Context: an optimization exercise on an open-source flow, tuned for small area and a short achievable clock period. The choices shown serve that exercise and are no tape-out recipe. Function was checked by simulation only, so behaviour that the tests miss may differ from the original. Power figures rest on the tool's default switching activity, not on a simulated workload.

`flow/config.mk`:
```
export PLATFORM = sky130hd
export DESIGN_NAME = stream_fifo
export DESIGN_NICKNAME = stream_fifo
export VERILOG_FILES = /design/flow/design.v
export SDC_FILE = /design/flow/constraint.sdc
export NUM_CORES = 4
export LEC_CHECK = 0
export ABC_CLOCK_PERIOD_IN_PS = 2000
export CAP_MARGIN = 20
export CORE_MARGIN = 2
export CORE_UTILIZATION = 40
export CTS_CLUSTER_DIAMETER = 80
export CTS_CLUSTER_SIZE = 28
export SETUP_SLACK_MARGIN = 2.5
export SLEW_MARGIN = 20
```
`flow/constraint.sdc`:
```
create_clock -name core_clock -period 5.0 [get_ports {clock}]
set_input_delay 1.0000 -clock core_clock [delete_from_list [all_inputs] [get_ports {clock}]]
set_output_delay 1.0000 -clock core_clock [all_outputs]
set_load 0.01 [all_outputs]
```
`flow/design.v`:
```
package stream_fifo_pkg;
  localparam int PHASE_BITS = 3;
endpackage
module stream_fifo #(
  parameter int WIDTH = 16,
  parameter int DEPTH = 256
) (
  input  logic                       clock,
  input  logic                       reset,
  input  logic [WIDTH-1:0]           in_data,
  input  logic                       in_valid,
  output logic                       in_ready,
  output logic [WIDTH-1:0]           out_data,
  output logic                       out_valid,
  input  logic                       out_ready,
  output logic [$clog2(DEPTH):0]     count,
  output logic                       full,
  output logic                       empty
);
  localparam int AW    = $clog2(DEPTH);
  localparam int CW    = AW + 1;
  localparam int PW    = stream_fifo_pkg::PHASE_BITS;
  localparam int NPH   = 1 << PW;
  localparam int LW    = AW - PW;
  localparam int NLOOP = (DEPTH >> PW) - 1;
  logic [PW-1:0]        ph_b;       
  logic [NPH-1:0]       ph_oh;
  logic                 v1;         
  logic [WIDTH-1:0]     p1d;
  logic [AW-1:0]        tw_b;       
  logic [NPH-1:0]       tw_oh;
  logic [AW-1:0]        rh_b;       
  logic [NPH-1:0]       rh_oh;
  logic                 big;                
  logic                 dl_0, dl_1;         
  logic                 tge_q, seq_q;       
  logic                 gec_q, gek_q;       
  logic                 lt0_q, eq0_q;       
  logic                 lt1_q, eq1_q;       
  logic [LW-1:0]        tw_l, rh_l;         
  logic [LW-1:0]        dl;                 
  logic [NPH*WIDTH-1:0] wd;         
  logic [NPH-1:0]       wv;
  logic [NPH*WIDTH-1:0] rd;         
  logic [NPH-1:0]       rv;         
  logic [NPH-1:0]       sv;         
  logic [WIDTH-1:0]     inj_q;      
  logic [NLOOP-1:0]     inj_sel;    
  logic [NLOOP-1:0]     cap_sel;    
  logic                 fwd_q;      
  logic [WIDTH-1:0]     hq;
  logic                 hv;
  logic                 full_q, empty_q, rdy_q;
  logic [CW-1:0]        cnt_q;
  logic [NLOOP*WIDTH-1:0] tap1;
  genvar gb;
  generate
    for (gb = 0; gb < NLOOP; gb++) begin : g_loop
      logic [NPH*WIDTH-1:0] sh;
      always_ff @(posedge clock) begin
        if (inj_sel[gb])
          sh <= {inj_q, sh[NPH*WIDTH-1:WIDTH]};
        else
          sh <= {sh[WIDTH-1:0], sh[NPH*WIDTH-1:WIDTH]};
      end
      assign tap1[gb*WIDTH +: WIDTH] = sh[2*WIDTH-1:WIDTH];
    end
  endgenerate
  function automatic logic [NPH-1:0] rotl(input logic [NPH-1:0] x, input int k);
    logic [2*NPH-1:0] y;
    y = {x, x} << k;
    rotl = y[2*NPH-1:NPH];
  endfunction
  function automatic logic [WIDTH-1:0] pick_w(input logic [NPH*WIDTH-1:0] v,
                                              input logic [NPH-1:0] oh);
    logic [WIDTH-1:0] acc;
    acc = '0;
    for (int i = 0; i < NPH; i++)
      acc = acc | (v[i*WIDTH +: WIDTH] & {WIDTH{oh[i]}});
    pick_w = acc;
  endfunction
  function automatic logic [NPH-1:0] therm(input logic [NPH-1:0] oh);
    logic [NPH-1:0] t;
    t[0] = oh[0];
    for (int i = 1; i < NPH; i++)
      t[i] = t[i-1] | oh[i];
    therm = t;
  endfunction
  function automatic logic [NLOOP-1:0] rotl_l(input logic [NLOOP-1:0] x, input int k);
    logic [2*NLOOP-1:0] y;
    y = {x, x} << k;
    rotl_l = y[2*NLOOP-1:NLOOP];
  endfunction
  function automatic logic [NLOOP-1:0] dec_loop(input logic [LW-1:0] l);
    dec_loop = NLOOP'(1) << l;
  endfunction
  logic             accept, pop, avail, mv, byp, spec, cap_we;
  logic             lt_n, eq_n, gt_n;
  logic [NPH-1:0]   c_oh;                
  logic [WIDTH-1:0] mv_data, cap_data, tap_data, stg_data;
  assign accept = in_valid && rdy_q;
  assign pop    = hv && out_ready;
  logic n_small;
  logic [NPH-1:0] tw_n_oh;
  assign n_small  = !big;
  assign lt_n = !big && ((dl_0 && tge_q) || (dl_1 && !tge_q));
  assign eq_n = !big && dl_1 && seq_q;
  assign tw_n_oh = v1 ? rotl(tw_oh, 1) : tw_oh;
  assign gt_n = !lt_n && !eq_n;
  assign avail   = |(rh_oh & rv);
  assign mv      = avail && (!hv || out_ready);
  assign mv_data = pick_w(rd, rh_oh);
  assign byp     = v1 && (lt_n || (eq_n && mv));
  assign c_oh = rotl(ph_oh, 1);
  always_comb begin
    tap_data = '0;
    for (int b = 0; b < NLOOP; b++)
      tap_data = tap_data | (tap1[b*WIDTH +: WIDTH] & {WIDTH{cap_sel[b]}});
  end
  assign stg_data = pick_w(wd, c_oh);
  assign cap_data = tap_data | (stg_data & {WIDTH{fwd_q}});
  assign spec   = |(c_oh & rh_oh & rv);
  assign cap_we = spec ? (mv && gt_n) : |(c_oh & sv & ~rv);
  logic [PW-1:0]    ph1, ph2, tws;
  logic [NPH-1:0]   i_oh, k_oh;
  logic             i_wr, i_pend;
  logic [WIDTH-1:0] i_data;
  logic [NLOOP-1:0] rhi_oh, twhi_oh, rot1, rot2, sel0, sel1, inj_nx;
  logic             kd;
  logic             m0, m1, m2;
  logic             ge_k, k_wr, k_pnd, fwd0, fwd1;
  logic             h0, h1, c0, c1, ge_c;
  logic [NPH-1:0]   r1_oh;
  assign ph1     = ph_b + PW'(1);
  assign ph2     = ph_b + PW'(2);
  assign tws     = tw_b[PW-1:0];
  assign i_oh    = rotl(ph_oh, 1);
  assign k_oh    = rotl(ph_oh, 2);
  assign rhi_oh  = dec_loop(rh_l);
  assign twhi_oh = dec_loop(tw_l);
  assign i_wr   = v1 && |(i_oh & tw_oh);
  assign i_pend = i_wr || |(i_oh & wv);
  assign i_data = i_wr ? p1d : pick_w(wd, i_oh);
  assign ge_c   = gec_q;                    
  assign inj_nx = (i_wr || !ge_c) ? twhi_oh : rotl_l(twhi_oh, NLOOP - 1);
  assign h0      = |(k_oh & (rv | (tw_oh & {NPH{v1 && lt_n}})));
  assign h1      = |(k_oh & (rv | (tw_oh & {NPH{v1 && (lt_n || eq_n)}})));
  assign r1_oh   = rotl(rh_oh, 1);
  assign c0      = lt0_q || (eq0_q && h0);
  assign c1      = lt1_q || (eq1_q && h1);
  assign rot1    = rotl_l(rhi_oh, 1);
  assign rot2    = rotl_l(rhi_oh, 2);
  assign sel0    = c0 ? rot1 : rhi_oh;
  assign sel1    = (r1_oh[0] && c1) ? rot2 : (r1_oh[0] || c1) ? rot1 : rhi_oh;
  assign ge_k  = gek_q;                     
  assign k_wr  = v1 && |(k_oh & tw_oh);
  assign k_pnd = k_wr || |(k_oh & wv);
  assign kd    = !k_wr && ge_k;
  assign m0    = kd ? (dl == LW'(1)) : (dl == LW'(0));
  assign m1    = kd ? (dl == LW'(2)) : (dl == LW'(1));
  assign m2    = kd ? (dl == LW'(3)) : (dl == LW'(2));
  assign fwd0  = k_pnd && n_small && (c0 ? m1 : m0);
  assign fwd1  = k_pnd && n_small &&
                 ((r1_oh[0] && c1) ? m2 : (r1_oh[0] || c1) ? m1 : m0);
  always_ff @(posedge clock) begin
    p1d   <= in_data;
    inj_q <= i_data;
    if (mv)
      hq <= mv_data;
    for (int i = 0; i < NPH; i++) begin
      if (v1 && tw_oh[i])
        wd[i*WIDTH +: WIDTH] <= p1d;
      if ((byp && tw_oh[i]) || (cap_we && c_oh[i]))
        rd[i*WIDTH +: WIDTH] <= (v1 && tw_oh[i] && (lt_n || (eq_n && rv[i])))
                                ? p1d : cap_data;
    end
  end
  always_ff @(posedge clock) begin
    if (reset) begin
      ph_b    <= '0;
      ph_oh   <= NPH'(1);
      v1      <= 1'b0;
      tw_b    <= '0;
      tw_oh   <= NPH'(1);
      rh_b    <= '0;
      rh_oh   <= NPH'(1);
      big     <= 1'b0;
      dl_0    <= 1'b1;
      tge_q   <= 1'b1;
      gec_q   <= 1'b1;
      lt0_q   <= 1'b0;
      eq0_q   <= 1'b0;
      lt1_q   <= 1'b0;
      eq1_q   <= 1'b0;
      gek_q   <= 1'b1;
      seq_q   <= 1'b1;
      dl_1    <= 1'b0;
      tw_l    <= '0;
      dl      <= '0;
      rh_l    <= '0;
      wv      <= '0;
      rv      <= '0;
      sv      <= '0;
      inj_sel <= '0;
      cap_sel <= '0;
      fwd_q   <= 1'b0;
      hv      <= 1'b0;
      cnt_q   <= '0;
      full_q  <= 1'b0;
      empty_q <= 1'b1;
      rdy_q   <= 1'b1;
    end else begin
      ph_b  <= ph1;
      ph_oh <= rotl(ph_oh, 1);
      v1    <= accept;
      if (v1) begin
        tw_b  <= tw_b + AW'(1);
        tw_oh <= rotl(tw_oh, 1);
      end
      if (mv) begin
        rh_b  <= rh_b + AW'(1);
        rh_oh <= rotl(rh_oh, 1);
      end
      if (v1 && tw_oh[NPH-1])
        tw_l <= (tw_l == LW'(NLOOP - 1)) ? '0 : tw_l + LW'(1);
      if (mv && rh_oh[NPH-1])
        rh_l <= (rh_l == LW'(NLOOP - 1)) ? '0 : rh_l + LW'(1);
      gec_q <= |(rotl(ph_oh, 2) & therm(tw_n_oh));
      gek_q <= |(rotl(ph_oh, 3) & therm(tw_n_oh));
      if (mv) begin
        lt0_q <= !(|(rotl(ph_oh, 3) & therm(rotl(rh_oh, 1))));
        eq0_q <= |(rotl(ph_oh, 3) & rotl(rh_oh, 1));
        lt1_q <= !(|(rotl(ph_oh, 3) & therm(rotl(rh_oh, 2))));
        eq1_q <= |(rotl(ph_oh, 3) & rotl(rh_oh, 2));
      end else begin
        lt0_q <= !(|(rotl(ph_oh, 3) & therm(rh_oh)));
        eq0_q <= |(rotl(ph_oh, 3) & rh_oh);
        lt1_q <= !(|(rotl(ph_oh, 3) & therm(rotl(rh_oh, 1))));
        eq1_q <= |(rotl(ph_oh, 3) & rotl(rh_oh, 1));
      end
      if (mv) begin
        tge_q <= |(tw_n_oh & therm(rotl(rh_oh, 1)));
        seq_q <= |(tw_n_oh & rotl(rh_oh, 1));
      end else begin
        tge_q <= |(tw_n_oh & therm(rh_oh));
        seq_q <= |(tw_n_oh & rh_oh);
      end
      if ((v1 && tw_oh[NPH-1]) && !(mv && rh_oh[NPH-1])) begin
        dl <= (dl == LW'(NLOOP - 1)) ? '0 : dl + LW'(1);
        dl_0 <= dl == LW'(NLOOP - 1);
        dl_1 <= dl == '0;
        if (dl == LW'((NLOOP - 1) / 2))
          big <= 1'b1;
      end else if (!(v1 && tw_oh[NPH-1]) && (mv && rh_oh[NPH-1])) begin
        dl <= (dl == '0) ? LW'(NLOOP - 1) : dl - LW'(1);
        dl_0 <= dl == LW'(1);
        dl_1 <= dl == LW'(2);
        if (dl == LW'((NLOOP + 1) / 2))
          big <= 1'b0;
      end
      for (int i = 0; i < NPH; i++) begin
        if (v1 && tw_oh[i])
          wv[i] <= 1'b1;
        else if (ph_oh[i])
          wv[i] <= 1'b0;
        if (byp && tw_oh[i]) begin
          rv[i] <= 1'b1;
          sv[i] <= 1'b1;
        end else if (cap_we && c_oh[i]) begin
          rv[i] <= 1'b1;
          sv[i] <= 1'b1;
        end else if (mv && rh_oh[i]) begin
          rv[i] <= 1'b0;
          sv[i] <= gt_n;
        end
      end
      inj_sel <= i_pend ? inj_nx : '0;
      if (mv) begin
        cap_sel <= fwd1 ? '0 : sel1;
        fwd_q   <= fwd1;
      end else begin
        cap_sel <= fwd0 ? '0 : sel0;
        fwd_q   <= fwd0;
      end
      hv      <= mv || (hv && !out_ready);
      cnt_q   <= pop ? (accept ? cnt_q : cnt_q - CW'(1)) : (accept ? cnt_q + CW'(1) : cnt_q);
      full_q  <= (cnt_q == CW'(DEPTH - 1) && accept && !pop) || (full_q && !pop);
      rdy_q   <= !((cnt_q == CW'(DEPTH - 1) && accept && !pop) || (full_q && !pop));
      empty_q <= (cnt_q == CW'(1) && pop && !accept) || (empty_q && !accept);
    end
  end
  assign in_ready  = rdy_q;
  assign full      = full_q;
  assign empty     = empty_q;
  assign count     = cnt_q;
  assign out_valid = hv;
  assign out_data  = hq;
endmodule
```
`flow/run.sh`:
```
#!/bin/bash
# synth_recipe.tcl (not shown) runs the flow's synth.tcl, then flattens the netlist and writes it again
# the make line also repeats each setting of config.mk as NAME=value (left out here)
make -C /OpenROAD-flow-scripts/flow DESIGN_CONFIG=/design/flow/config.mk WORK_HOME=/design/flow/orfs CLKGATE_MAP_FILE= SYNTH_SCRIPT=/design/flow/synth_recipe.tcl finish
```
==> flow_summary.toml, run 1 <==
[status]
status = "finished clean"

[clock_tree]
worstSkewPairLatency_ns = 0.88
clockBufferDepth = 3
cts_tree = "yes"
clk_pin_slew_ns = 0.10
cts-root-buf = "clkbuf_16"
cts-htree-levels = 4
holdBufCountCts = 0
cts_num_sinks = 4423
cts-buffers-inserted = 185

[final_layout]
drive_gt1_share_pct = 20.5
final_nets = 6900
fill_cells = 23300
multi_input_area_sq_um = 16800
seq_area_sq_um = 91400
area_growth_pct = 12.4

[die]
fp.dieH_um = 524
start_util_pct = 40.1
die_w_um = 524
core_sq_um = 270000
num_io_pins = 49
die-area_sq_um = 275000
rows = 191

[setup_path]
path_max_fanout = 8
crit_path_start_kind = "register"
crit_start = "cap_sel[19]$_SDFF_PP0_"
r2r-start = "cap_sel[19]$_SDFF_PP0_"
cp-end-kind = "register"
slowest_delay_ns = 0.70
worstPathRequired_ns = 5.64
critPathBufInv = 2
crit_arrival_ns = 3.36
critPathKind = "reg2reg"
path_delay_family = "compound AO/OA/AOI/OAI gates"
slowest_stage = "a2111o_2"
path_cells = "buf_4 > buf_12 > a22o_1 > a221oi_2 > nand4_1 > a2111o_2 > mux2_4"

[logic_synthesis]
syn_nets = 6664
synth_area_leaders = "dfxtp_1 (77%), edfxtp_1 (7.5%), mux2_2 (6.7%), a22oi_1 (2.0%), clkbuf_1 (0.85%)"
netlist_area_sq_um = 108000
ys_async_sr_fraction_pct = 0
synth.distinct_cells = 66
syn_area_per_cell_sq_um = 16.4
yosysMostFrequentCell = "dfxtp_1"
synth_ff_type = "dfxtp_1"
synth_commonest_cells = "dfxtp_1 (4151), mux2_2 (647), a22oi_1 (288)"
synth-seq-cells = 4423
synth_top_cell_by_area = "dfxtp_1"
netlist.area_leader.share_pct = 76.7
synth-edff-count = 272
synth_cells = 6622
yosysWarnings = 1
seq_area_frac_synth_pct = 84.2

[grt]
globalRouteOverflowTotal = 0
grt_pass1_vias = 48400
grt_busiest_layer = "met2"
grt_pass1_wl_um = 343000
grt_usage_pct = 17.1
grt_max_degree = 89
grtUsageMet1_pct = 24.6
grtUsageMet3_pct = 2.69
grt_antenna_before_repair = 19
use_met2_pct = 26.4

[timing]
fin_crit_sh_pct = 54.3
max_slew.worst_pin.slew_ns = 1.15
setup_tns_ns = 0
finalSetupViolations = 0
maxSlewHeadroom_pct = 23.4
fmax_mhz = 369
setup_ws_ns = 2.29
fin_crit_ns = 2.71
finalMaxSlewViolations = 0
rsz0062_at_grt = "true"
fin_worst_skew_ns = 0.0618
hold_viol = 0

[route]
ant_nets = 0
routed_wl_um = 241000
num_vias = 49600
drtIter0Drc = 4061
firstDrtPassIters = 6
detail_route.wl_per_cell_um = 23.0
viasPerCell = 4.73
drc = 0

[place]
dpl.hpwl_um = 145000
pre_cts_ws_ns = 0.967
place_congestion = 0.825
io_buffers = 48

[worst_hold_path]
worstHoldPathType = "reg2reg"
hold_start = "g_loop[17].sh[59]$_DFF_P_"

[pwr]
p_leak_nw = 47.3
vdd.ir_drop.worst_v = 0.000335
p_total_mw = 54.4
powerDensity_nw_per_um2 = 447

[job]
drv.max_cap_violation_count = 0
==> placed cells by master (no fill, tap or decap), types with 53 or more instances in the layout <==
cell       netlist  final
nor2_1         132    130
clkbuf_16        0    194
buf_4            0    199
dfxtp_1       4151   4091
a22oi_1        288    271
mux2_2         647    537
a21oi_1        105    102
nand4_1         92     92
nand2_1         93     92
mux2_4           0    110
edfxtp_1       272    272
a22o_1          56     53
==> state kept, by name, indices dropped and copies added, names as in the netlist, 8 cells and up <==
signal,cells
wv,8
rh_oh,8
wd,128
inj_sel,31
ph_oh,8
cap_sel,31
cnt_q,9
p1d,16
tw_oh,8
rd,128
g_loop.sh,3968
hq,16
inj_q,16
rv,8
sv,8
==> metal layers <==
layer | up-vias | wire, um
met5 | - | 0
met4 | 0 | 6650
met3 | 367 | 12700
met2 | 1353 | 107000
met1 | 25000 | 115000
li1 | 22900 | -
==> logic make-up (layout without fill, tap and decap cells) <==
logic type      count (synthesis)  count (layout)  share of synthesized area, %
compound gates                674             674                          4.86
buf+inv                       330             607                          1.20
other cells                     0               3                             0
fa+ha+maj                      22              22                         0.254
mux                           707             707                          7.29
simple gates                  455             456                          2.08
flops                        4423            4423                          84.2
xor+xnor                       11              11                        0.0889
==> worst paths after layout <==
check                         endpoint  slack (ns)  cells after the start
max                   rd[58]$_DFFE_PP_        2.29                      7
min          g_loop[17].sh[43]$_DFF_P_        0.29                      0
max reg2reg           rd[58]$_DFFE_PP_        2.29                      7
min reg2reg  g_loop[17].sh[43]$_DFF_P_        0.29                      0
==> report_power, final <==
| group | internal (mW) | switching, mW | total (mW) |
|---|---|---|---|
| sequential | 35.7 | 0.207 | 35.9 |
| clock | 7.28 | 10.5 | 17.7 |
| combinational | 0.302 | 0.467 | 0.769 |
| total | 43.3 | 11.1 | 54.4 |
==> timing repair <==
item / in CTS / in global routing
buffers inserted: 117 / 40
resized for setup: 452 / 128
pin swaps: 60 / 38
gates cloned: 6 / 3
setup endpoints to repair: 419 / 295
==> cell type report <==
type / instances / area share [%]
flip-flops and latches: 4423 / 75.0
multi-input cells: 1870 / 13.8
clock buffers: 196 / 3.95
well taps: 3570 / 3.67
repair buffers: 340 / 2.88
clock inverters: 33 / 0.482
inverters: 38 / 0.160
diodes: 3 / 0.00616
==> through the flow <==
stage	hold slack (ns)	instances	utilization [%]	area, sq um
3_3_place_gp	0.310	10100	41.9	113000
3_5_place_dp	0.312	10100	41.9	113000
5_1_grt	0.298	10500	45.1	122000
4_1_cts	0.284	10400	44.8	121000
6_report	0.294	10500	45.1	122000
2_1_floorplan	0.310	6622	-	108000
==> run 2: changes to the inputs <==
--- a/flow/design.v
+++ b/flow/design.v
@@ -1,4 +1,4 @@
 package stream_fifo_pkg;
-  localparam int PHASE_BITS = 3;
+  localparam int PHASE_BITS = 4;
 endpackage
 module stream_fifo #(
==> run 2 against run 1 <==
  * Worst setup slack got worse by 0.11 ns
  * Power increased by 4.3%
  * Non-clock buffer count increased by 13
  * Clock power increased by 5%
  * Clock-buffer cell count increased by 28
  * Routed wire length increased by 1.4%
  * Combinational power increased by 25%
  * Design area increased by 4.9%
  * Global-route usage decreased by 0.66 points
==> flow_summary.toml, run 2 <==
[status]
status = "finished clean"

[timing]
fmax_mhz = 355
finalMaxSlewViolations = 0
hold_viol = 0
fin_worst_skew_ns = 0.0541
fin_crit_ns = 2.82
maxSlewHeadroom_pct = 28.6
max_slew.worst_pin.slew_ns = 1.07
fin_crit_sh_pct = 56.4
setup_tns_ns = 0
finalSetupViolations = 0
rsz0062_at_grt = "true"

[pwr]
p_leak_nw = 48.7
powerDensity_nw_per_um2 = 444
power.internal_mw = 45.2
vdd.ir_drop.worst_v = 0.000330
sequentialPowerShare_pct = 65.7
power.switching_mw = 11.6
netSwitchingFraction_pct = 20.4
clkPwrFrac_pct = 32.6
pwr-share-comb_pct = 1.7

[clock_tree]
cts_tree = "yes"
cts_num_sinks = 4564
cts-htree-levels = 4
clockBufferDepth = 4
holdBufCountCts = 0
cts-buffers-inserted = 201
clk_pin_slew_ns = 0.11
worstSkewPairLatency_ns = 0.90
cts-root-buf = "clkbuf_16"

[grt]
globalRouteOverflowTotal = 0
grt_antenna_before_repair = 6
grt_max_degree = 67
grt_pass1_vias = 51700
grt_pass1_wl_um = 350000
grt_usage_pct = 16.4

[die]
fp.dieH_um = 537
die_w_um = 537
num_io_pins = 49
start_util_pct = 40.2
rows = 195
die-area_sq_um = 288000
core_sq_um = 282000

[setup_path]
worstPathRequired_ns = 5.76
critPathKind = "reg2reg"
path_max_fanout = 5
crit_path_start_kind = "register"
crit_arrival_ns = 3.58
cp-end-kind = "register"

[final_layout]
area_growth_pct = 12.6
top_register = "g_loop.sh"
multi_input_area_sq_um = 16600
largest_reg_flops = 3840
largest_registers = "g_loop.sh: 3840 flops, rd: 256 flops, wd: 256 flops"
fill_cells = 24200
instances_no_fill = 11000
final_nets = 7216
final_common_cell = "dfxtp_1"
seq_area_sq_um = 96800
final_cell_mix = "dfxtp_1 (3963), edfxtp_1 (528), mux2_2 (500)"
drive_gt1_share_pct = 19.1

[logic_synthesis]
synth_commonest_cells = "dfxtp_1 (4036), edfxtp_1 (528), mux2_2 (505)"
ys_async_sr_fraction_pct = 0
synth_area_leaders = "dfxtp_1 (71%), edfxtp_1 (14%), mux2_2 (5.0%), a22oi_1 (1.6%), a221oi_1 (0.86%)"
netlist.area_leader.share_pct = 71.2
syn_nets = 6942
netlist_area_sq_um = 113000
yosysWarnings = 1
synth-seq-cells = 4564
synth.distinct_cells = 74
synth-edff-count = 528
synth_cells = 6909
synth_top_cell_by_area = "dfxtp_1"
syn_area_per_cell_sq_um = 16.4
synth_ff_type = "dfxtp_1"
yosysMostFrequentCell = "dfxtp_1"
seq_area_frac_synth_pct = 85.2

[place]
dp.cells = 10500
place_congestion = 0.857
io_buffers = 48
dpl.hpwl_um = 140000

[route]
detail_route.wl_per_cell_um = 22.2
routed_wl_um = 244000
num_vias = 53000
firstDrtPassIters = 8
drc = 0
drtIter0Drc = 4937
ant_nets = 0
viasPerCell = 4.82

[worst_hold_path]
worstHoldPathType = "reg2reg"

[job]
drv.max_cap_violation_count = 0
==> run 2: final timing paths <==
path / cells past startpoint / slack [ns] / endpoint / from
max: 10 / 2.18 / cap_sel[14]$_SDFF_PP0_ / ph_oh[11]$_SDFF_PP0_
min reg2reg: 0 / 0.30 / g_loop[10].sh[231]$_DFF_P_ / g_loop[10].sh[247]$_DFF_P_
min: 0 / 0.30 / g_loop[10].sh[231]$_DFF_P_ / g_loop[10].sh[247]$_DFF_P_
max reg2reg: 10 / 2.18 / cap_sel[14]$_SDFF_PP0_ / ph_oh[11]$_SDFF_PP0_
==> run 2: area by class of cell <==
cell class	instances	area share (%)
multi-input cells	2000	13.0
well taps	3743	3.66
repair buffers	353	2.76
repair inverters	11	0.0910
clock inverters	28	0.395
inverters	52	0.284
flip-flops and latches	4564	75.7
diodes	8	0.0157
clock buffers	224	4.08
==> run 2: per-stage QoR <==
stage | hold slack (ns) | util (%) | cell area (sq um) | worst slack, ns | power, mW
floorplan | 0.310 | - | 114000 | 2.51 | 38.5
global placement | 0.309 | 42.0 | 119000 | 1.06 | 38.9
detailed placement | 0.312 | 42.0 | 119000 | 0.943 | 38.9
CTS | 0.284 | 44.8 | 127000 | 2.28 | 57.2
global route | 0.300 | 45.3 | 128000 | 2.13 | 58.6
finish | 0.298 | 45.3 | 128000 | 2.18 | 56.8
==> run 2: critical path, stage by stage, from the launching register on <==
cell and delay, ns:
dfxtp_4 0.37, buf_12 0.13, a22oi_2 0.22, nand4_4 0.14, or3_4 0.42, a221oi_4 0.40, mux2i_2 0.36, o221ai_4 0.15
buf_6 0.14, buf_6 0.12, o32ai_2 0.25
==> run 2: cells by family (layout without fill, tap and decap cells) <==
family                     after synthesis  in the layout  synth area share (%)
DFF                                   4564           4564                  85.2
AOI/OAI and AO/OA                      826            831                  5.45
and+or+nand+nor                        608            609                  2.62
muxes                                  539            539                  5.31
buffers and inverters                  351            668                  1.24
adders and majority gates               13             13                 0.143
xor gates and xnor gates                 8              8                0.0617
other                                    0              8                     0
==> run 2: per-layer routing <==
metal	vias to the layer above	wire length, um	share of wire (%)	global-route usage (%)
li1	24200	-	-	-
met1	26500	113000	46	23.7
met2	1857	107000	44	25.3
met3	434	15800	6.5	2.60
met4	4	7930	3.2	5.09
met5	-	30	0.012	0
==> run 2: power by group through the flow <==
stage	clock network [mW]	registers (mW)	logic [mW]
2_1_floorplan	0	38.1	0.428
3_3_place_gp	0	38.2	0.712
3_5_place_dp	0	38.2	0.715
4_1_cts	19.0	37.3	0.876
5_1_grt	20.3	37.3	1.00
6_report	18.5	37.3	0.963
==> run 2: repair_timing <==
item | 4_1_cts | 5_1_grt
gates resized for setup | 406 | 175
endpoints found under the setup margin | 687 | 531
setup buffers | 114 | 47
pin swaps | 57 | 58
gates cloned | 19 | 8
hold endpoints to repair | 0 | 0
==> run 3: changes to the inputs <==
--- a/flow/design.v
+++ b/flow/design.v
@@ -1,4 +1,4 @@
 package stream_fifo_pkg;
-  localparam int PHASE_BITS = 4;
+  localparam int PHASE_BITS = 3;
 endpackage
 module stream_fifo #(
--- a/flow/config.mk
+++ b/flow/config.mk
@@ -12,4 +12,4 @@
 export CTS_CLUSTER_DIAMETER = 80
 export CTS_CLUSTER_SIZE = 28
-export SETUP_SLACK_MARGIN = 2.5
+export SETUP_SLACK_MARGIN = 3.0
 export SLEW_MARGIN = 20
==> run 3 against run 2 <==
  * Clock power is 5% lower
  * Final cell count is 3.8% lower
  * Critical path depth is 4 lower
  * Routed wire length is 4.4% higher
  * Maximum frequency is 3.5% higher
  * Synthesized cell count is 4.2% lower
  * Design area is 2.7% lower
  * Sequential power is 4% lower
  * Non-clock buffer count is 65 higher
  * Worst hold slack worse by 0.0091 ns
  * Register-to-register slack better by 0.095 ns
  * Critical endpoint is now rd[81]$_DFFE_PP_
  * Largest power group unchanged
==> flow_summary.toml, run 3 <==
[status]
status = "finished clean"

[logic_synthesis]
seq_area_frac_synth_pct = 84.2
synth_top_cell_by_area = "dfxtp_1"
yosysMostFrequentCell = "dfxtp_1"
synth_area_leaders = "dfxtp_1 (77%), edfxtp_1 (7.5%), mux2_2 (6.7%), a22oi_1 (2.0%), clkbuf_1 (0.85%)"
ys_async_sr_fraction_pct = 0
synth_commonest_cells = "dfxtp_1 (4151), mux2_2 (647), a22oi_1 (288)"
netlist_area_sq_um = 108000
netlist.area_leader.share_pct = 76.7
syn_nets = 6664
synth-seq-cells = 4423
synth-edff-count = 272
syn_area_per_cell_sq_um = 16.4
synth.distinct_cells = 66
yosysWarnings = 1
synth_ff_type = "dfxtp_1"
synth_cells = 6622

[final_layout]
final_cell_mix = "dfxtp_1 (4081), mux2_2 (520), edfxtp_1 (272)"
instances_no_fill = 10600
final_nets = 6987
largest_registers = "g_loop.sh: 3968 flops, rd: 128 flops, wd: 128 flops"
top_register = "g_loop.sh"
final_common_cell = "dfxtp_1"
drive_gt1_share_pct = 24.0
area_growth_pct = 14.8
largest_reg_flops = 3968

[die]
die-area_sq_um = 275000
num_io_pins = 49
start_util_pct = 40.1
rows = 191
core_sq_um = 270000
die_w_um = 524
fp.dieH_um = 524

[clock_tree]
clk_pin_slew_ns = 0.10
worstSkewPairLatency_ns = 0.89
cts_tree = "yes"
cts_num_sinks = 4423
cts-root-buf = "clkbuf_16"
cts-htree-levels = 4
holdBufCountCts = 0
clockBufferDepth = 3
cts-buffers-inserted = 185

[worst_hold_path]
hold_end = "g_loop[6].sh[49]$_DFF_P_"
holdPathStages = 0
hold_start = "g_loop[6].sh[65]$_DFF_P_"
worstHoldPathType = "reg2reg"

[route]
routed_wl_um = 255000
drc = 0
firstDrtPassIters = 6
drtIter0Drc = 4775
ant_nets = 0
detail_route.wl_per_cell_um = 24.1
num_vias = 50600
viasPerCell = 4.79

[place]
io_buffers = 48
dpl.hpwl_um = 156000
dp.cells = 10100
place_congestion = 0.870

[grt]
grt_antenna_before_repair = 22
grt_usage_pct = 18.0
globalRouteOverflowTotal = 0
grt_pass1_wl_um = 358000
grt_max_degree = 72
grt_pass1_vias = 49400

[setup_path]
reg2reg_slack_ns = 2.28
path_cells = "buf_12 > a22o_1 > a221oi_2 > nand4_1 > a2111o_1 > mux2_4"
worstPathRequired_ns = 5.65
critPathKind = "reg2reg"
crit_path_start_kind = "register"
slowest_delay_ns = 0.68
r2r-end = "rd[81]$_DFFE_PP_"
path_max_fanout = 8
slowest_stage = "a2111o_1"
r2r_cells = 6
r2r-start = "cap_sel[14]$_SDFF_PP0_"
crit_arrival_ns = 3.37
cp-end-kind = "register"

[timing]
finalMaxSlewViolations = 0
rsz0062_at_grt = "true"
fin_crit_sh_pct = 54.5
max_slew.worst_pin.slew_ns = 1.07
fin_crit_ns = 2.72
setup_tns_ns = 0
hold_viol = 0
fmax_mhz = 367
fin_worst_skew_ns = 0.0880
maxSlewHeadroom_pct = 28.8
finalSetupViolations = 0

[pwr]
vdd.ir_drop.worst_v = 0.000425
powerDensity_nw_per_um2 = 439
p_leak_nw = 48.3
p_total_mw = 54.6

[job]
drv.max_cap_violation_count = 0
[run 3: cell types whose count changed in the layout (fill, tap and decap cells not counted), moves of 26 or more]
cell,change
mux2_4,+133
edfxtp_1,-256
nor2_1,-26
nand4_1,+33
a221oi_1,-86
buf_6,+49
nand3_1,-62
a22o_1,-48
a21oi_1,-76
nand2_1,-57
o21ai_0,-26
dfxtp_1,+118
a221oi_2,+29
[run 3: how the worst max path moves through the flow]
stage	startpoint	to	depth (start not counted)
global route	ph_oh[2]$_SDFF_PP0_	cap_sel[12]$_SDFF_PP0_	11
finish	cap_sel[14]$_SDFF_PP0_	rd[81]$_DFFE_PP_	6
CTS	cap_sel[17]$_SDFF_PP0_	rd[81]$_DFFE_PP_	5
floorplan	out_ready	dl[2]$_SDFFE_PP0P_	11
global placement	ph_oh[0]$_SDFF_PP1_	cap_sel[12]$_SDFF_PP0_	9
detailed placement	ph_oh[0]$_SDFF_PP1_	cap_sel[12]$_SDFF_PP0_	9
[run 3: area by class of cell]
cell class,instances,area (sq um)
Multi-Input combinational cell,1871,18000
Fill cell,23000,146000
Sequential cell,4423,91400
Inverter,38,290
Timing Repair Buffer,418,4770
Clock inverter,34,531
Timing Repair inverter,8,90.1
Antenna cell,7,17.5
Tap cell,3570,4470
Clock buffer,201,4840
[run 3: kinds of logic after synthesis]
group / share of synthesized area, %
AO/OA/AOI/OAI: 4.86
XOR/XNOR: 0.0889
adder cells (fa/ha/maj): 0.254
buffers and inverters: 1.20
flip-flops: 84.2
multiplexers: 7.29
AND/OR/NAND/NOR: 2.08
[run 3: timing repair]
action / in CTS / in global routing
setup endpoints to repair: 451 / 390
hold endpoints to repair: 0 / 0
buffers inserted: 183 / 39
pin swaps: 152 / 78
cloned: 25 / 5
gates resized for setup: 724 / 158
[run 3: where the power goes]
group	leakage [nW]	total, mW	internal [mW]	switching [mW]
combinational	9.77	1.08	0.452	0.624
sequential	35.9	35.9	35.7	0.149
clock	2.63	17.6	7.20	10.4
total	48.3	54.6	43.4	11.2
[run 3: critical path, delay by kind of cell, from the launching register on]
kind                   cells  cell delay (ns)
muxes                      1             0.32
and+or+nand+nor            1             0.60
buffers and inverters      1             0.13
AOI/OAI and AO/OA          3             1.11
DFF                        1             0.34
[run 3: metrics by stage]
| step | instance area [sq um] | hold slack (ns) | setup slack, ns | util, % |
|---|---|---|---|---|
| finish | 124000 | 0.289 | 2.28 | 46.1 |
| global placement | 114000 | 0.309 | 1.31 | 42.0 |
| detailed placement | 114000 | 0.312 | 1.24 | 42.0 |
| floorplan | 109000 | 0.310 | 2.70 | - |
| global route | 124000 | 0.297 | 2.21 | 46.1 |
| CTS | 123000 | 0.279 | 2.36 | 45.6 |
[run 3: layer usage]
layer | track usage (%) | part of all wire (%)
met4 | 6.93 | 4.5
met3 | 2.93 | 6.0
met2 | 28.1 | 44
met5 | 0 | 0.020
met1 | 25.0 | 45
==> run 4: changes to the inputs <==
--- a/flow/config.mk
+++ b/flow/config.mk
@@ -12,4 +12,5 @@
 export CTS_CLUSTER_DIAMETER = 80
 export CTS_CLUSTER_SIZE = 28
-export SETUP_SLACK_MARGIN = 3.0
+export PLACE_DENSITY = 0.8
+export SETUP_SLACK_MARGIN = 2.5
 export SLEW_MARGIN = 20
==> run 4 against run 3 <==
  * Still clean on timing, DRC and antenna
  * Sequential power about the same
  * Global-route usage decreased by 0.49 points
  * Utilization decreased by 0.88 points
  * First-iteration DRC count up 7.3%
  * Register-to-register slack got worse by 0.03 ns
  * Via count rose by 1.9%
  * Design area shrank 1.9%
  * Sequential cell count unchanged
  * Critical path type unchanged
  * Critical endpoint is now rd[119]$_DFFE_PP_
  * Largest power group unchanged
==> flow_summary.toml, run 4 <==
[die]
die-area_sq_um = 275000
die_w_um = 524
rows = 191
num_io_pins = 49
start_util_pct = 40.1
core_sq_um = 270000
fp.dieH_um = 524

[logic_synthesis]
synth_cells = 6622
synth_area_leaders = "dfxtp_1 (77%), edfxtp_1 (7.5%), mux2_2 (6.7%), a22oi_1 (2.0%), clkbuf_1 (0.85%)"
netlist_area_sq_um = 108000
synth_top_cell_by_area = "dfxtp_1"
synth_xor_xnor_area_share_pct = 0.0889
synth-seq-cells = 4423
synth_compound_area_share_pct = 4.86
synthSimpleGateAreaFrac_pct = 2.08
synth_commonest_cells = "dfxtp_1 (4151), mux2_2 (647), a22oi_1 (288)"
synth.distinct_cells = 66
synth-edff-count = 272
seq_area_frac_synth_pct = 84.2
synth.area.mux_share_pct = 7.29
syn_area_per_cell_sq_um = 16.4
netlist.area_leader.share_pct = 76.7
yosysWarnings = 1
ys_async_sr_fraction_pct = 0
synth_top_family_by_area = "multiplexers"
synth_ff_type = "dfxtp_1"
syn_nets = 6664
yosysMostFrequentCell = "dfxtp_1"
synthAdderAreaFrac_pct = 0.254

[setup_path]
crit_arrival_ns = 3.38
worstPathRequired_ns = 5.63
critPathKind = "reg2reg"
crit_path_start_kind = "register"
cp-end-kind = "register"
reg2reg_slack_ns = 2.25
path_max_fanout = 16

[pwr]
sequentialPowerShare_pct = 65.9
power.internal_mw = 43.0
netSwitchingFraction_pct = 20.9
p_total_mw = 54.4
power.switching_mw = 11.4
p_leak_nw = 47.2
vdd.ir_drop.worst_v = 0.000411
clkPwrFrac_pct = 32.4
powerDensity_nw_per_um2 = 446
pwr-share-comb_pct = 1.7

[final_layout]
final_cell_area_sq_um = 122000
top_register = "g_loop.sh"
fill_cells = 21700
area_growth_pct = 12.6
final_nets = 6879
largest_reg_flops = 3968
final_common_cell = "dfxtp_1"
drive_gt1_share_pct = 20.8
largest_registers = "g_loop.sh: 3968 flops, rd: 128 flops, wd: 128 flops"
final_cell_mix = "dfxtp_1 (4084), mux2_2 (539), edfxtp_1 (272)"

[timing]
fin_crit_sh_pct = 55.0
hold_viol = 0
setup_tns_ns = 0
fmax_mhz = 363
fin_worst_skew_ns = 0.0651
finalMaxSlewViolations = 0
fin_crit_ns = 2.75
max_slew.worst_pin.slew_ns = 1.15
rsz0062_at_grt = "true"
timing.hold.ws_ns = 0.284
finalSetupViolations = 0
maxSlewHeadroom_pct = 23.1

[route]
num_vias = 51600
viasPerCell = 4.94
ant_nets = 0
firstDrtPassIters = 9
drtIter0Drc = 5124
routed_wl_um = 253000
drc = 0
detail_route.wl_per_cell_um = 24.2

[clock_tree]
cts_tree = "yes"
cts-root-buf = "clkbuf_16"
holdBufCountCts = 0
cts-buffers-inserted = 184
cts_num_sinks = 4423
clockBufferDepth = 3
worstSkewPairLatency_ns = 0.90
cts-htree-levels = 4
clk_pin_slew_ns = 0.11

[grt]
grt_max_degree = 89
grt_pass1_vias = 51800
grt_antenna_before_repair = 5
grt_pass1_wl_um = 356000
globalRouteOverflowTotal = 0
grt_usage_pct = 17.5

[place]
dpl.hpwl_um = 145000
io_buffers = 48
place_congestion = 0.865
dpl_cell_area_sq_um = 113000

[job]
drv.max_cap_violation_count = 0

[worst_hold_path]
worstHoldPathType = "reg2reg"

[status]
status = "finished clean"
run 4: changes by cell type in the layout (fill, tap and decap cells not counted), sizes merged, moves of 2 or more:
cell / delta
clkinv: +4
inv: -2
bufbuf: -6
clkdlybuf4s15: +9
clkbuf: -6
buf: -103
diode: -4
bufinv: -8
run 4: worst max-delay path, cell delays in order, from the launching register on:
cell      delay (ns)
dfxtp_1         0.33
buf_8           0.21
a22o_1          0.24
a221oi_1        0.28
nand4_1         0.47
a2111o_2        0.66
mux2_4          0.31
run 4: metrics by stage:
stage | std cells | utilization (%) | worst slack (ns)
2_1_floorplan | 6622 | - | 2.46
3_3_place_gp | 10100 | 41.9 | 1.16
3_5_place_dp | 10100 | 41.9 | 1.15
4_1_cts | 10400 | 44.7 | 2.31
5_1_grt | 10500 | 45.2 | 2.29
6_report | 10500 | 45.2 | 2.25
run 4: cell type report:
cell class	count	area [sq um]	area share [%]
clock buffers	195	4680	3.83
flip-flops and latches	4423	91400	74.9
multi-input cells	1870	17200	14.1
diodes	3	7.51	0.00615
well taps	3570	4470	3.66
clock inverters	33	643	0.527
inverters	38	203	0.166
repair inverters	2	12.5	0.0103
repair buffers	318	3430	2.81
run 4: cells by family (layout without fill, tap and decap cells):
family / count (synthesis) / after routing
xor gates and xnor gates: 11 / 11
DFF: 4423 / 4423
and+or+nand+nor: 455 / 456
buffers and inverters: 330 / 586
muxes: 707 / 707
AOI/OAI and AO/OA: 674 / 674
adders and majority gates: 22 / 22
other: 0 / 3
run 4: power by group through the flow:
stage	clock (mW)	sequential [mW]	combinational, mW
after floorplan	0	36.6	0.401
after CTS	17.7	35.9	0.796
after global placement	0	36.7	0.639
after detailed placement	0	36.7	0.647
final	17.6	35.9	0.911
after global routing	18.9	35.9	0.933
run 4: routing by layer:
layer	GRT usage, %	vias up	part of all wire [%]
li1	-	22800	-
met1	23.2	25800	42
met2	27.9	2328	45
met3	3.03	656	7.6
met4	8.03	4	5.1
met5	0	-	0.013
run 4: worst paths after layout:
| check | startpoint | end | cells past startpoint |
|---|---|---|---|
| max | cap_sel[16]$_SDFF_PP0_ | rd[119]$_DFFE_PP_ | 6 |
| min | g_loop[10].sh[111]$_DFF_P_ | g_loop[10].sh[95]$_DFF_P_ | 0 |
| max reg2reg | cap_sel[16]$_SDFF_PP0_ | rd[119]$_DFFE_PP_ | 6 |
| min reg2reg | g_loop[10].sh[111]$_DFF_P_ | g_loop[10].sh[95]$_DFF_P_ | 0 |
run 4: what timing repair did:
item,in CTS,in global routing
endpoints found under the setup margin,385,326
buffers inserted,92,51
gates cloned,10,7
pin swaps,54,67
resized for setup,435,191
==> run 5: changes to the inputs <==
--- a/flow/config.mk
+++ b/flow/config.mk
@@ -6,5 +6,5 @@
 export NUM_CORES = 4
 export LEC_CHECK = 0
-export ABC_CLOCK_PERIOD_IN_PS = 2000
+export ABC_CLOCK_PERIOD_IN_PS = 1200
 export CAP_MARGIN = 20
 export CORE_MARGIN = 2
@@ -12,5 +12,4 @@
 export CTS_CLUSTER_DIAMETER = 80
 export CTS_CLUSTER_SIZE = 28
-export PLACE_DENSITY = 0.8
 export SETUP_SLACK_MARGIN = 2.5
 export SLEW_MARGIN = 20
==> run 5 against run 4 <==
  * Clock skew down 0.0033 ns
  * Sequential cell count unchanged
  * Critical path depth up 1
  * Synthesized cell count unchanged
  * Power about the same
  * Clock-buffer cell count up 1
  * Clock power about the same
  * Critical endpoint is now rd[58]$_DFFE_PP_
==> flow_summary.toml, run 5 <==
[status]
status = "finished clean"

[die]
die_w_um = 524
die-area_sq_um = 275000
core_sq_um = 270000
num_io_pins = 49
start_util_pct = 40.1
fp.dieH_um = 524
rows = 191

[route]
routed_wl_um = 241000
drtIter0Drc = 4061
num_vias = 49600
detail_route.wl_per_cell_um = 23.0
drc = 0
firstDrtPassIters = 6
ant_nets = 0
viasPerCell = 4.73

[logic_synthesis]
netlist.area_leader.share_pct = 76.7
synth.distinct_cells = 66
syn_area_per_cell_sq_um = 16.4
synth_cells = 6622
synth-edff-count = 272
synth_top_cell_by_area = "dfxtp_1"
synth-seq-cells = 4423
synth_commonest_cells = "dfxtp_1 (4151), mux2_2 (647), a22oi_1 (288)"
yosysWarnings = 1
ys_async_sr_fraction_pct = 0
yosysMostFrequentCell = "dfxtp_1"
synth_area_leaders = "dfxtp_1 (77%), edfxtp_1 (7.5%), mux2_2 (6.7%), a22oi_1 (2.0%), clkbuf_1 (0.85%)"
seq_area_frac_synth_pct = 84.2
synth_ff_type = "dfxtp_1"
syn_nets = 6664
netlist_area_sq_um = 108000

[final_layout]
fill_cells = 23300
final_common_cell = "dfxtp_1"
largest_registers = "g_loop.sh: 3968 flops, rd: 128 flops, wd: 128 flops"
largest_reg_flops = 3968
area_growth_pct = 12.4
final_nets = 6900
top_register = "g_loop.sh"
drive_gt1_share_pct = 20.5
seq_area_sq_um = 91400
final_cell_mix = "dfxtp_1 (4091), mux2_2 (537), edfxtp_1 (272)"
multi_input_area_sq_um = 16800

[pwr]
vdd.ir_drop.worst_v = 0.000335
powerDensity_nw_per_um2 = 447
p_leak_nw = 47.3
p_total_mw = 54.4

[timing]
hold_viol = 0
maxSlewHeadroom_pct = 23.4
fin_crit_sh_pct = 54.3
rsz0062_at_grt = "true"
setup_tns_ns = 0
finalSetupViolations = 0
max_slew.worst_pin.slew_ns = 1.15
fmax_mhz = 369
finalMaxSlewViolations = 0
fin_worst_skew_ns = 0.0618
fin_crit_ns = 2.71

[grt]
globalRouteOverflowTotal = 0
grt_antenna_before_repair = 19
grt_pass1_wl_um = 343000
grt_pass1_vias = 48400
grt_usage_pct = 17.1
grt_max_degree = 89

[setup_path]
path_cells = "buf_4 > buf_12 > a22o_1 > a221oi_2 > nand4_1 > a2111o_2 > mux2_4"
cp-end-kind = "register"
path_max_fanout = 8
crit_arrival_ns = 3.36
crit_path_start_kind = "register"
reg2reg_slack_ns = 2.29
r2r_cells = 7
worstPathRequired_ns = 5.64
slowest_stage = "a2111o_2"
slowest_delay_ns = 0.70
critPathKind = "reg2reg"

[clock_tree]
clk_pin_slew_ns = 0.10
cts-root-buf = "clkbuf_16"
cts-buffers-inserted = 185
cts_num_sinks = 4423
worstSkewPairLatency_ns = 0.88
cts-htree-levels = 4
cts_tree = "yes"
holdBufCountCts = 0
clockBufferDepth = 3

[worst_hold_path]
holdPathStages = 0
worstHoldPathType = "reg2reg"

[place]
place_congestion = 0.825
io_buffers = 48
dpl.hpwl_um = 145000

[job]
drv.max_cap_violation_count = 0
## run 5: cell counts after synthesis
Identical to the previous run, type by type.
## run 5: area by class of cell
cell class	count	share of cell area, %
flip-flops and latches	4423	75.0
clock buffers	196	3.95
repair buffers	340	2.88
inverters	38	0.160
multi-input cells	1870	13.8
clock inverters	33	0.482
diodes	3	0.00616
well taps	3570	3.67
## run 5: kinds of logic (layout without fill, tap and decap cells)
logic type / count (synthesis) / in the layout / synth area share, %
compound gates: 674 / 674 / 4.86
xor+xnor: 11 / 11 / 0.0889
fa+ha+maj: 22 / 22 / 0.254
buf+inv: 330 / 607 / 1.20
flops: 4423 / 4423 / 84.2
mux: 707 / 707 / 7.29
other cells: 0 / 3 / 0
simple gates: 455 / 456 / 2.08
## run 5: worst paths after layout
path / start / end
worst max register to register: cap_sel[19]$_SDFF_PP0_ / rd[58]$_DFFE_PP_
worst min-delay path: g_loop[17].sh[59]$_DFF_P_ / g_loop[17].sh[43]$_DFF_P_
worst max-delay path: cap_sel[19]$_SDFF_PP0_ / rd[58]$_DFFE_PP_
worst min register to register: g_loop[17].sh[59]$_DFF_P_ / g_loop[17].sh[43]$_DFF_P_
## run 5: what timing repair did
| action | CTS | global route |
|---|---|---|
| gates cloned | 6 | 3 |
| setup endpoints to repair | 419 | 295 |
| gates resized for setup | 452 | 128 |
| pin swaps | 60 | 38 |
| buffers inserted | 117 | 40 |
| hold endpoints to repair | 0 | 0 |
## run 5: worst max-delay path, delay by kind of cell (launching register included)
family | cells | cell delay, ns
buffers and inverters | 2 | 0.27
muxes | 1 | 0.30
AOI/OAI and AO/OA | 3 | 1.08
DFF | 1 | 0.37
and+or+nand+nor | 1 | 0.43
## run 5: metal layers
metal  vias to the layer above  global-route usage [%]  wire (um)
li1                      22900                       -          -
met1                     25000                    24.6     115000
met2                      1353                    26.4     107000
met3                       367                    2.69      12700
met4                         0                    4.98       6650
met5                         -                       0          0
## run 5: report_power, final
part | leakage [nW] | switching [mW] | internal (mW)
clock network | 2.65 | 10.5 | 7.28
registers | 35.9 | 0.207 | 35.7
logic | 8.72 | 0.467 | 0.302
total | 47.3 | 11.1 | 43.3
## run 5: through the flow
step	instances	worst slack [ns]	hold slack, ns	cell area [sq um]	util [%]
floorplan	6622	2.46	0.310	108000	-
global placement	10100	0.978	0.310	113000	41.9
detailed placement	10100	0.967	0.312	113000	41.9
CTS	10400	2.35	0.284	121000	44.8
global route	10500	2.26	0.298	122000	45.1
finish	10500	2.29	0.294	122000	45.1
==> run 6: changes to the inputs <==
--- a/flow/config.mk
+++ b/flow/config.mk
@@ -6,8 +6,8 @@
 export NUM_CORES = 4
 export LEC_CHECK = 0
-export ABC_CLOCK_PERIOD_IN_PS = 1200
+export ABC_CLOCK_PERIOD_IN_PS = 2000
 export CAP_MARGIN = 20
 export CORE_MARGIN = 2
-export CORE_UTILIZATION = 40
+export CORE_UTILIZATION = 47
 export CTS_CLUSTER_DIAMETER = 80
 export CTS_CLUSTER_SIZE = 28
==> run 6 against run 5 <==
  * The layout now fails its checks (antenna rules)
  * Die area down 15%
  * Critical path depth is the same
  * Clock-buffer cell count fell by 2
  * Routed wire length is essentially flat
  * Area after synthesis is the same
  * Clock power down 3%
  * Highest routed layer is now met5
==> flow_summary.toml, run 6 <==
[status]
status = "finished with violations"
check.faults = "antenna rules"

[final_layout]
area_growth_pct = 11.4
largest_registers = "g_loop.sh: 3968 flops, rd: 128 flops, wd: 128 flops"
top_register = "g_loop.sh"
final_cell_mix = "dfxtp_1 (4106), mux2_2 (547), edfxtp_1 (272)"
largest_reg_flops = 3968
drive_gt1_share_pct = 20.2
fill_cells = 18400
final_nets = 6875
final_common_cell = "dfxtp_1"

[pwr]
pwr-share-comb_pct = 1.6
netSwitchingFraction_pct = 20.4
powerDensity_nw_per_um2 = 446
sequentialPowerShare_pct = 66.5
p_leak_nw = 47.0
p_total_mw = 53.9
clkPwrFrac_pct = 31.9
power.internal_mw = 42.9
vdd.ir_drop.worst_v = 0.000391
power.switching_mw = 11.0

[logic_synthesis]
synth.area.mux_share_pct = 7.29
synth-seq-cells = 4423
synth_top_family_by_area = "multiplexers"
yosysWarnings = 1
synth_area_leaders = "dfxtp_1 (77%), edfxtp_1 (7.5%), mux2_2 (6.7%), a22oi_1 (2.0%), clkbuf_1 (0.85%)"
synth_top_cell_by_area = "dfxtp_1"
synth_compound_area_share_pct = 4.86
synthAdderAreaFrac_pct = 0.254
syn_nets = 6664
netlist.area_leader.share_pct = 76.7
seq_area_frac_synth_pct = 84.2
synth_cells = 6622
netlist_area_sq_um = 108000
synth.distinct_cells = 66
yosysMostFrequentCell = "dfxtp_1"
synth_xor_xnor_area_share_pct = 0.0889
synth_commonest_cells = "dfxtp_1 (4151), mux2_2 (647), a22oi_1 (288)"
synthSimpleGateAreaFrac_pct = 2.08
synth_ff_type = "dfxtp_1"
synth-edff-count = 272
syn_area_per_cell_sq_um = 16.4
ys_async_sr_fraction_pct = 0

[grt]
grt_antenna_before_repair = 11
grt_pass1_vias = 48100
grt_busiest_layer = "met2"
grtUsageMet3_pct = 2.68
use_met2_pct = 31.3
grt_max_degree = 88
grt_pass1_wl_um = 342000
globalRouteOverflowTotal = 0
grt_usage_pct = 20.1
grtUsageMet1_pct = 29.3

[clock_tree]
cts-htree-levels = 4
worstSkewPairLatency_ns = 0.88
cts-root-buf = "clkbuf_16"
cts_tree = "yes"
cts_num_sinks = 4423
clockBufferDepth = 3
cts-buffers-inserted = 180
clk_pin_slew_ns = 0.10

[route]
detail_route.wl_per_cell_um = 24.3
viasPerCell = 4.99
num_vias = 49500
firstDrtPassIters = 5
drc = 0
drtIter0Drc = 4122
ant_nets = 1
routed_wl_um = 241000

[die]
die-area_sq_um = 234000
rows = 176
num_io_pins = 49
core_sq_um = 230000
fp.dieH_um = 484
start_util_pct = 47.2
die_w_um = 484

[timing]
hold_viol = 0
setup_ws_ns = 2.33
finalSetupViolations = 0
fin_worst_skew_ns = 0.0480
max_slew.worst_pin.slew_ns = 1.13
fmax_mhz = 374
setup_tns_ns = 0
rsz0062_at_grt = "true"
fin_crit_ns = 2.67
fin_crit_sh_pct = 53.4
maxSlewHeadroom_pct = 25.0
finalMaxSlewViolations = 0

[job]
drv.max_cap_violation_count = 0

[setup_path]
r2r-end = "rd[57]$_DFFE_PP_"
cp-end-kind = "register"
worstPathRequired_ns = 5.63
slowest_delay_ns = 0.63
slowest_stage = "a222oi_1"
r2r_cells = 7
path_delay_family = "compound AO/OA/AOI/OAI gates"
crit_arrival_ns = 3.30
crit_path_start_kind = "register"
crit_start = "cap_sel[22]$_SDFF_PP0_"
critPathKind = "reg2reg"
path_max_fanout = 8
reg2reg_slack_ns = 2.33
cpMostUsedCell = "buf_12"
r2r-start = "cap_sel[22]$_SDFF_PP0_"
critPathBufInv = 3
path_cells = "buf_12 > buf_6 > a222oi_1 > nand4_1 > a2111o_2 > buf_12 > mux2_4"

[worst_hold_path]
worstHoldPathType = "reg2reg"
hold_end = "g_loop[13].sh[87]$_DFF_P_"
hold_start = "g_loop[13].sh[103]$_DFF_P_"
holdPathStages = 0

[place]
dpl.hpwl_um = 144000
pre_cts_ws_ns = 1.08
io_buffers = 48
place_congestion = 0.837
-- run 6: cell counts after synthesis --
No cell type changed its count.
-- run 6: power by group through the flow --
stage | registers (mW) | clock network (mW) | logic [mW]
after detailed placement | 36.7 | 0 | 0.702
after floorplan | 36.6 | 0 | 0.401
after global placement | 36.7 | 0 | 0.698
after global routing | 35.9 | 18.8 | 0.918
final | 35.8 | 17.2 | 0.881
after CTS | 35.8 | 17.6 | 0.798
-- run 6: worst max path at each step --
stage               depth (start not counted)  slack (ns)          endpoint
floorplan                                   7        2.46   rd[0]$_DFFE_PP_
global placement                            8        1.06  rd[78]$_DFFE_PP_
detailed placement                          8        1.08  rd[78]$_DFFE_PP_
CTS                                         5        2.32  rd[77]$_DFFE_PP_
global route                                6        2.33  rd[50]$_DFFE_PP_
finish                                      7        2.33  rd[57]$_DFFE_PP_
-- run 6: cell families after synthesis --
group / count (synthesis)
DFF: 4423
muxes: 707
AOI/OAI and AO/OA: 674
and+or+nand+nor: 455
buffers and inverters: 330
adders and majority gates: 22
xor gates and xnor gates: 11
-- run 6: through the flow --
step / hold WS (ns) / area [sq um] / std cells / util (%)
2_1_floorplan: 0.310 / 108000 / 6622 / -
3_3_place_gp: 0.309 / 113000 / 9539 / 49.0
3_5_place_dp: 0.312 / 113000 / 9539 / 49.0
4_1_cts: 0.286 / 120000 / 9857 / 52.1
5_1_grt: 0.309 / 121000 / 9899 / 52.6
6_report: 0.309 / 121000 / 9904 / 52.6
-- run 6: worst register-to-register path: stages, from the launching register on --
cell	delay (ns)
dfxtp_2	0.35
buf_12	0.17
buf_6	0.15
a222oi_1	0.63
nand4_1	0.28
a2111o_2	0.42
buf_12	0.16
mux2_4	0.28
-- run 6: cell type report --
type	instances	area, sq um	share of cell area (%)
clock buffer	194	4660	3.86
inverter	38	190	0.157
multi-input combinational	1871	17100	14.1
sequential	4423	91400	75.7
clock inverter	25	413	0.342
antenna	8	20.0	0.0166
tap	3026	3790	3.14
timing repair buffer	319	3260	2.70
-- run 6: routing by layer --
metal / wire (um) / part of all wire (%)
met5: 13 / 0.0054
met4: 6970 / 2.9
met3: 10600 / 4.4
met2: 107000 / 45
met1: 116000 / 48
-- run 6: timing repair --
item                                   4_1_cts  5_1_grt
buffers inserted                            95       34
setup endpoints to repair                  422      326
pin swaps                                   58       56
endpoints found under the hold margin        0        0
hold buffers                                 0        0
resized for setup                          468      144
cloned                                       4        5

==> separate check: timing with driven ports <==
In the flow no input, the clock included, has a driving cell. The finished layouts below were timed again as built, in two steps. Step 1 sets driving cells, clkbuf_16 on the clock port and buf_2 on the other inputs (assumed; they add their load-dependent delay and slew). Step 2 times the ports against the registers' clock, not the clock port: input delays grow and output delays shrink by t, the midpoint of the rising clock arrivals with the driver on. a / b / c = ideal ports / drivers / drivers and shift; a / b = the first two.
run | shift t [ns] | setup WS [ns] | worst data-port slew with drivers (ns)
run 1 | 0.959 | 2.286 / 2.286 / 1.801 | 0.05
run 2 | 0.971 | 2.180 / 2.180 / 1.765 | 0.03
run 3 | 0.947 | 2.276 / 2.276 / 2.226 | 0.04
run 4 | 0.973 | 2.248 / 2.248 / 1.520 | 0.07
run 5 | 0.959 | 2.286 / 2.286 / 1.801 | 0.05
run 6 | 0.956 | 2.329 / 2.329 / 1.696 | 0.05
The setup slack of run 4, which loses most, moves by 0.000 ns with the drivers and by -0.728 ns with both steps.
